Background: an optimization exercise with open tools, aiming at small area. Do not read the settings as production practice. Only simulation tests tie the RTL to the original design; equivalence was not proved. Power figures rest on the tool's default switching activity, not on a simulated workload.

### flow/config.mk
export PLATFORM = sky130hd
export DESIGN_NAME = mips_core
export DESIGN_NICKNAME = mips_core
export VERILOG_FILES = /design/flow/design.v
export SDC_FILE = /design/flow/constraint.sdc
export NUM_CORES = 4
export LEC_CHECK = 0
export CAP_MARGIN = 20
export CORE_MARGIN = 2
export CORE_UTILIZATION = 40
export SLEW_MARGIN = 20
### flow/constraint.sdc
create_clock -name core_clock -period 10.5 [get_ports {clk}]
set_input_delay 2.1000 -clock core_clock [delete_from_list [all_inputs] [get_ports {clk}]]
set_output_delay 2.1000 -clock core_clock [all_outputs]
set_load 0.01 [all_outputs]
### flow/design.v
`default_nettype none
package mips_pkg;
   typedef enum logic [5:0] {
      RTYPE = 6'b000000,
      J     = 6'b000010,
      BEQ   = 6'b000100,
      BNE   = 6'b000101,
      ADDI  = 6'b001000,
      ORI   = 6'b001101,
      LW    = 6'b100011,
      SW    = 6'b101011,
      HALT  = 6'b111111
   } opcode_t;
   typedef enum logic [5:0] {
      F_ADD = 6'b100000,
      F_SUB = 6'b100010,
      F_AND = 6'b100100,
      F_OR  = 6'b100101,
      F_XOR = 6'b100110,
      F_NOR = 6'b100111,
      F_SLT = 6'b101010
   } funct_t;
   typedef enum logic [3:0] {
      ALU_AND, ALU_OR, ALU_XOR, ALU_NOR, ALU_ADD, ALU_SUB, ALU_SLT
   } alu_op_t;
   typedef enum logic [1:0] {MODE_ADD, MODE_SUB, MODE_FUNCT, MODE_IMM} alu_mode_t;
   typedef enum logic [3:0] {
      FETCH, DECODE, MEMADR, LWRD, LWWR, SWWR, RTYPEEX, RTYPEWR,
      ITYPEEX, ITYPEWR, BREX, JEX, HALTED
   } state_t;
   typedef enum logic [1:0] {PC_ALU, PC_BRANCH, PC_JUMP} pc_src_t;
   typedef enum logic [1:0] {SRCB_REG, SRCB_ONE, SRCB_IMM} src_b_t;
   typedef struct packed {
      logic      ir_write;
      logic      pc_write;
      logic      branch;
      logic      branch_ne;    
      logic      reg_write;
      logic      reg_dst;      
      logic      mem_to_reg;
      logic      i_or_d;       
      logic      src_a;        
      src_b_t    src_b;
      alu_mode_t alu_mode;
      pc_src_t   pc_src;
   } ctrl_t;
   typedef struct packed {
      logic [4:0] rs;
      logic [4:0] rt;
      logic [4:0] rd;
      logic [4:0] shamt;
      funct_t     funct;
   } r_fields_t;
   typedef struct packed {
      logic [4:0]  rs;
      logic [4:0]  rt;
      logic [15:0] imm;
   } i_fields_t;
   typedef union packed {
      r_fields_t   r;
      i_fields_t   i;
      logic [25:0] target;   
   } fields_t;
   typedef struct packed {
      opcode_t op;
      fields_t f;
   } instr_t;
endpackage
`default_nettype wire
`default_nettype none
module mips_regfile (
   input  logic                      clk,
   input  logic                      reg_write,
   input  logic [5-1:0]  ra1,
   input  logic [5-1:0]  ra2,
   input  logic [5-1:0]  wa,
   input  logic [32-1:0]    wd,
   output logic [32-1:0]    rd1,
   output logic [32-1:0]    rd2
);
   logic [32-1:0] regs [0:(1<<5)-1];
   always_ff @(posedge clk)
   begin
      if (reg_write)
         regs[wa] <= wd;
   end
   assign rd1 = (ra1 == '0) ? '0 : regs[ra1];   
   assign rd2 = (ra2 == '0) ? '0 : regs[ra2];
endmodule
`default_nettype wire
`default_nettype none
import mips_pkg::*;
module mips_alu
(
   input  mips_pkg::alu_mode_t               alu_mode,
   input  mips_pkg::opcode_t                 op,
   input  mips_pkg::funct_t                  funct,
   input  logic [32-1:0]  a,
   input  logic [32-1:0]  b,
   output logic [32-1:0]  result,
   output logic                    zero
);
   mips_pkg::alu_op_t alu_op;
   always_comb
   begin
      alu_op = ALU_ADD;
      case (alu_mode)
         MODE_SUB: alu_op = ALU_SUB;
         MODE_FUNCT:
         begin
            case (funct)
               F_SUB:   alu_op = ALU_SUB;
               F_AND:   alu_op = ALU_AND;
               F_OR:    alu_op = ALU_OR;
               F_XOR:   alu_op = ALU_XOR;
               F_NOR:   alu_op = ALU_NOR;
               F_SLT:   alu_op = ALU_SLT;
               default: alu_op = ALU_ADD;
            endcase
         end
         MODE_IMM:  alu_op = (op == ORI) ? ALU_OR : ALU_ADD;
         default:   alu_op = ALU_ADD;   
      endcase
   end
   always_comb
   begin
      case (alu_op)
         ALU_AND: result = a & b;
         ALU_OR:  result = a | b;
         ALU_XOR: result = a ^ b;
         ALU_NOR: result = ~(a | b);
         ALU_SUB: result = a - b;
         ALU_SLT: result = {{(32-1){1'b0}}, $signed(a) < $signed(b)};
         default: result = a + b;
      endcase
   end
   assign zero = (result == '0);
endmodule
`default_nettype wire
`default_nettype none
import mips_pkg::*;
module mips_control
(
   input  logic    clk,
   input  logic    reset,
   input  mips_pkg::opcode_t op,
   output mips_pkg::ctrl_t   ctrl,
   output logic    mem_read,
   output logic    mem_write,
   output logic    halted
);
   mips_pkg::state_t state;
   mips_pkg::state_t next_state;
   always_ff @(posedge clk)
   begin
      if (reset)
         state <= FETCH;
      else
         state <= next_state;
   end
   always_comb
   begin
      next_state = FETCH;
      case (state)
         FETCH:   next_state = DECODE;
         DECODE:
         begin
            case (op)
               LW, SW:    next_state = MEMADR;
               RTYPE:     next_state = RTYPEEX;
               ADDI, ORI: next_state = ITYPEEX;
               BEQ, BNE:  next_state = BREX;
               J:         next_state = JEX;
               HALT:      next_state = HALTED;
               default:   next_state = FETCH;   
            endcase
         end
         MEMADR:  next_state = (op == LW) ? LWRD : SWWR;
         LWRD:    next_state = LWWR;
         RTYPEEX: next_state = RTYPEWR;
         ITYPEEX: next_state = ITYPEWR;
         HALTED:  next_state = HALTED;   
         default: next_state = FETCH;
      endcase
   end
   always_comb
   begin
      ctrl      = '0;
      mem_read  = 1'b0;
      mem_write = 1'b0;
      halted    = 1'b0;
      case (state)
         FETCH:
         begin
            mem_read      = 1'b1;
            ctrl.ir_write = 1'b1;
            ctrl.pc_write = 1'b1;
            ctrl.src_b    = SRCB_ONE;   
         end
         MEMADR:
         begin
            ctrl.src_a = 1'b1;
            ctrl.src_b = SRCB_IMM;
         end
         LWRD:
         begin
            mem_read    = 1'b1;
            ctrl.i_or_d = 1'b1;
         end
         LWWR:
         begin
            ctrl.reg_write  = 1'b1;
            ctrl.mem_to_reg = 1'b1;
         end
         SWWR:
         begin
            mem_write   = 1'b1;
            ctrl.i_or_d = 1'b1;
         end
         RTYPEEX:
         begin
            ctrl.src_a    = 1'b1;
            ctrl.alu_mode = MODE_FUNCT;
         end
         RTYPEWR:
         begin
            ctrl.reg_write = 1'b1;
            ctrl.reg_dst   = 1'b1;
         end
         ITYPEEX:
         begin
            ctrl.src_a    = 1'b1;
            ctrl.src_b    = SRCB_IMM;
            ctrl.alu_mode = MODE_IMM;
         end
         ITYPEWR: ctrl.reg_write = 1'b1;
         BREX:
         begin
            ctrl.src_a     = 1'b1;
            ctrl.alu_mode  = MODE_SUB;   
            ctrl.branch    = 1'b1;
            ctrl.branch_ne = (op == BNE);
            ctrl.pc_src    = PC_BRANCH;
         end
         JEX:
         begin
            ctrl.pc_write = 1'b1;
            ctrl.pc_src   = PC_JUMP;
         end
         HALTED:  halted = 1'b1;
         default: ;
      endcase
   end
endmodule
`default_nettype wire
`default_nettype none
import mips_pkg::*;
module mips_datapath
(
   input  logic                    clk,
   input  logic                    reset,
   input  mips_pkg::ctrl_t                   ctrl,
   input  logic [32-1:0]  mem_data,
   output mips_pkg::opcode_t                 op,
   output logic [32-1:0]  adr,
   output logic [32-1:0]  write_data
);
   logic [32-1:0]   pc;
   logic [32-1:0]   next_pc;
   mips_pkg::instr_t                   instr;
   logic [32-1:0]   mdr;
   logic [32-1:0]   a_reg;
   logic [32-1:0]   b_reg;
   logic [32-1:0]   alu_out;
   logic [32-1:0]   rd1;
   logic [32-1:0]   rd2;
   logic [32-1:0]   wd;
   logic [5-1:0] wa;
   logic [32-1:0]   src_a_val;
   logic [32-1:0]   src_b_val;
   logic [32-1:0]   alu_result;
   logic [32-1:0]   imm_ext;
   logic [32-1:0]   jump_adr;
   logic                     zero;
   logic                     pc_en;
   always_ff @(posedge clk)
   begin
      if (reset)
         pc <= '0;
      else if (pc_en)
         pc <= next_pc;
   end
   always_ff @(posedge clk)
   begin
      if (ctrl.ir_write)
         instr <= mips_pkg::instr_t'(mem_data);
      mdr     <= mem_data;
      a_reg   <= rd1;
      b_reg   <= rd2;
      alu_out <= alu_result;
   end
   assign op         = instr.op;
   assign write_data = b_reg;
   assign imm_ext    = {{(32-16){1'b0}}, instr.f.i.imm};      
   assign jump_adr   = {{(32-26){1'b0}}, instr.f.target};
   assign adr       = ctrl.i_or_d ? alu_out : pc;
   assign wa        = ctrl.reg_dst ? instr.f.r.rd : instr.f.r.rt;
   assign wd        = ctrl.mem_to_reg ? mdr : alu_out;
   assign src_a_val = ctrl.src_a ? a_reg : pc;
   always_comb
   begin
      case (ctrl.src_b)
         SRCB_ONE: src_b_val = {{(32-1){1'b0}}, 1'b1};
         SRCB_IMM: src_b_val = imm_ext;
         default:  src_b_val = b_reg;
      endcase
   end
   always_comb
   begin
      case (ctrl.pc_src)
         PC_BRANCH: next_pc = imm_ext;   
         PC_JUMP:   next_pc = jump_adr;
         default:   next_pc = alu_result;
      endcase
   end
   assign pc_en = ctrl.pc_write | (ctrl.branch & (zero ^ ctrl.branch_ne));
   mips_regfile rf (
      .clk       (clk),
      .reg_write (ctrl.reg_write),
      .ra1       (instr.f.r.rs),
      .ra2       (instr.f.r.rt),
      .wa        (wa),
      .wd        (wd),
      .rd1       (rd1),
      .rd2       (rd2)
   );
   mips_alu alu (
      .alu_mode (ctrl.alu_mode),
      .op       (instr.op),
      .funct    (instr.f.r.funct),
      .a        (src_a_val),
      .b        (src_b_val),
      .result   (alu_result),
      .zero     (zero)
   );
endmodule
`default_nettype wire
`default_nettype none
import mips_pkg::*;
module mips_core
(
   input  logic                    clk,
   input  logic                    reset,
   input  logic [32-1:0]  mem_data,
   output logic                    mem_read,
   output logic                    mem_write,
   output logic [32-1:0]  adr,
   output logic [32-1:0]  write_data,
   output logic                    halted
);
   mips_pkg::ctrl_t   ctrl;
   mips_pkg::opcode_t op;
   mips_control control (
      .clk       (clk),
      .reset     (reset),
      .op        (op),
      .ctrl      (ctrl),
      .mem_read  (mem_read),
      .mem_write (mem_write),
      .halted    (halted)
   );
   mips_datapath datapath (
      .clk        (clk),
      .reset      (reset),
      .ctrl       (ctrl),
      .mem_data   (mem_data),
      .op         (op),
      .adr        (adr),
      .write_data (write_data)
   );
endmodule
`default_nettype wire
### flow/run.sh
#!/bin/bash
# synth_recipe.tcl (not shown) runs the flow's synth.tcl, then flattens the netlist and writes it again
# the make line also repeats each setting of config.mk as NAME=value (left out here)
make -C /OpenROAD-flow-scripts/flow DESIGN_CONFIG=/design/flow/config.mk WORK_HOME=/design/flow/orfs CLKGATE_MAP_FILE= SYNTH_SCRIPT=/design/flow/synth_recipe.tcl finish
==> metrics.md <==
| Metric | Value |
|---|---|
| Nature of the critical path startpoint | register |
| Final Cell Area | ~68000 µm² |
| Die area | around 150000 µm² |
| DRT Wirelength | 200000 µm |
| Number of flip-flops in the largest register | between 1000 and 1500 |
| Initial antenna violation count | 8 |
| WL/cell | approximately 35 µm |
| Final net count | 3777 |
| Input/output buffers | 100 |
| Layout cells sized above 1 | 29.2% |
| GR Overflow Total | 0 |
| Crit Path Category | reg -> reg |
| Worst Tran Pin Value | about 1.1 ns |
| WP data required | about 11 ns |
| Reg2reg end | datapath.pc[20] |
| Synth area leaders | edfxtp_1, mux4_2, dfxtp_1 |
| Skew final | approximately 0.03 ns |
| Max H-tree Level | 4 |
| Setup violators final | 0 |
| GRT Util Overall | between 20% and 30% |
| Core Area | approximately 150000 µm² |
| DR DRC count | 0 |
| Post-DP Area | 64000 µm² |
| Slew margin rel. | approximately a quarter |
| Post-CTS Setup Bufs | 0 |
| 1st-iter DRT viols | ~4800 |
| Placement Rows | approximately 140 |
| Pin count of the biggest net entering global routing | ~140 |
| Hold Path End | datapath.pc[28] |
| Final setup TNS | 0 ns |
| Detail Route Antenna Nets | 0 |
| FF+latch count, synth | between 1000 and 1500 |
| Via count | approximately 37000 |
| Synth top area share | 52.4% |
| Final period util | approximately 80% |
| CP Max Fanout | 34 |
| TritonCTS clock tree | built |
| Warnings, synthesis | 4 |
| Seq. cell area | 35000 µm² |
| Final Hold Violating Endpoints | 0 |
| I/O Pins | about 100 |
| Max Root-Sink Buffers | 3 |
| Num CTS Buffers | 130 |
| Most instantiated cells after synthesis | edfxtp_1, mux4_2, nor2_1 |
| Multi-input logic area | about 24000 µm² |
| CTS sink cnt | around 1200 |
| Hold Path Class | reg -> reg |
| Synthesized area | between 60000 and 70000 µm² |
| Cts hold-fix bufs | 0 |
| Yosys cell types | 84 |
| Routability congestion estimate from global placement | approximately 0.99 |
| Clock edge transition at the registers on the reported setup and hold paths | approximately 0.050 ns |
| Reg2reg setup slack | ~2.1 ns |
| Worst-skew pair later-pin latency | between 0.7 and 0.8 ns |
| Min cycle time layout | between 8 and 9 ns |
| Syn avg cell area | 16.9 µm² |
| Most numerous cell in the Yosys netlist | edfxtp_1 |
| Worst hold slack | 0.491 ns |
| Total Power | 15.1 mW |
| Leakage power | roughly 22 nW |
| Filler cell count in the final layout | around 13000 |
| Peak supply drop | approximately 0.18 mV |
| RSZ-0062 raised after global routing | no |
| Cells after synthesis | between 3000 and 4000 |
| Initial Util | a little over 40% |
| Status | complete, no violations |
| Synth area leader | edfxtp_1 |
| Max Cap Viol | 0 |
| RR Startpoint | control.state[1] |
| Final Util | a little under half |
| Reg2Reg Depth | 21 |
| First-pass GRT wire length | between 200000 and 300000 µm |
| Synth Flop Type | edfxtp_1 |
| Max Slew Vio Count | 0 |
| Hold path depth | 2 |
| CP Capture Type | register |
| Root buf cell | clkbuf_16 |
| Post-DP HPWL | roughly 120000 µm |
| Synth async-reset ratio | 0% |
| EDFF count, synth | ~1100 |
| Post_cts resized | 0 |
| DRT Pass-1 Iters | 5 |
| Vias in the first global route | 36700 |
| CP Data Arrival Time | between 9 and 10 ns |
| Die X | ~390 µm |
| Via density | roughly 6.4 |
| Die Ht | ~390 µm |
| Sequential area share after synthesis | 57.8% |
| Most flops, register | datapath.rf.regs |
| Net Count, Synth | 3720 |
| Max frequency | roughly 120 MHz |
| Layout Area Growth over Synthesis | 12.8% |
| Min-delay src | datapath.pc[28] |
| Power per cell area | 222 nW/µm² |
## kinds of logic (layout without fill, tap and decap cells)
| kind of cell | count (synthesis) | count (layout) | share of synthesized area (%) |
|---|---|---|---|
| multiplexers | 824 | 824 | 27.0 |
| flip-flops | 1220 | 1220 | 57.8 |
| XOR/XNOR | 32 | 32 | 0.463 |
| other | 0 | 1 | 0 |
| AO/OA/AOI/OAI | 449 | 449 | 5.39 |
| AND/OR/NAND/NOR | 570 | 570 | 4.58 |
| adder cells (fa/ha/maj) | 108 | 108 | 2.26 |
| buffers and inverters | 375 | 536 | 2.45 |
## metal layers
layer	GRT usage, %	vias to the layer above	share of wire (%)
met5	0	-	0
met4	8.16	0	3.1
met3	5.07	328	9.3
met2	40.6	1927	47
met1	37.0	19900	41
li1	-	14900	-
## through the flow
stage | worst slack (ns) | std cells
final | 2.07 | 5756
after global routing | 1.70 | 5756
after CTS | 2.19 | 5755
after detailed placement | 2.22 | 5519
after global placement | 2.32 | 5519
after floorplan | 4.65 | 3578
## layout make-up
cell class / instances / area share [%]
Sequential cell: 1220 / 51.3
Clock inverter: 62 / 0.860
Antenna cell: 1 / 0.00367
Timing Repair Buffer: 185 / 2.50
Multi-Input combinational cell: 1983 / 35.7
Clock buffer: 174 / 5.34
Tap cell: 2016 / 3.70
Inverter: 115 / 0.633
## cells in the final DEF, fill, tap and decap left out, types with 9 or more instances in the layout
cell type,instances
edfxtp_1,1056
mux4_2,640
dfxtp_1,164
nor2_1,154
clkbuf_16,136
nand2_1,123
inv_1,114
ha_1,106
clkdlybuf4s50_1,99
mux2i_1,95
a21oi_1,89
mux2_2,89
buf_4,79
o21ai_0,61
nor3_1,57
nand3_1,44
o211ai_1,34
nor2_4,34
a22oi_1,32
clkbuf_1,28
a211oi_2,27
xnor2_1,26
nor2b_1,22
a31oi_1,22
a21o_1,20
nand4_1,20
clkinv_1,19
nand2b_1,18
a211oi_1,18
clkinv_2,18
a22o_1,17
and2_1,14
o31ai_1,13
o21a_1,12
and3_1,10
nor4_1,10
clkbuf_8,10
o22ai_1,9
## how the worst max path moves through the flow
stage	start	endpoint	slack [ns]
finish	control.state[1]	datapath.pc[20]	2.07
global route	control.state[1]	datapath.pc[26]	1.70
CTS	control.state[1]	datapath.pc[20]	2.19
detailed placement	control.state[0]	datapath.pc[18]	2.22
global placement	control.state[0]	datapath.pc[31]	2.32
floorplan	control.state[1]	datapath.pc[29]	4.65
## worst max-delay path: stages (launching register included)
cell	delay (ns)
dfxtp_1	0.83
xor2_1	0.14
and2_1	0.21
ha_1	0.27
buf_4	0.45
nor2b_1	0.10
buf_4	0.23
a22o_1	0.30
ha_1	0.35
nor2_1	0.07
o311ai_1	0.66
a21oi_1	0.31
o21ai_0	0.73
a41oi_1	0.39
nand3_1	0.20
mux2i_1	0.09
a211o_1	0.25
nor4_1	0.85
a41o_1	0.28
buf_4	0.35
or2_2	0.95
a211oi_2	0.15
## report_power, final
part,switching (mW),total (mW),internal (mW)
logic,2.65,4.23,1.57
registers,0.261,6.29,6.03
clock network,1.97,4.60,2.63

==> separate check: timing with driven ports <==
How much do the figures lean on ideal ports? The routed layout below was timed once more, with nothing changed but the port constraints. Step 1, drivers: a clkbuf_16 drives clk and a buf_2 each remaining input, both assumed. Step 2 also shifts input and output timing later by t, the mid clock arrival at the registers, as if the neighbouring blocks saw the same clock. Slacks: ideal / step 1 / step 2; pairs: ideal / step 1.
t (ns): 0.853
setup slack, ns: 2.074 / 2.074 / 2.074
worst hold slack (ns): 0.491 / 0.491 / 0.491
After both steps setup and hold are still met in this run. For this run, drivers alone change the setup slack by 0.000 ns; drivers and shift together by 0.000 ns.
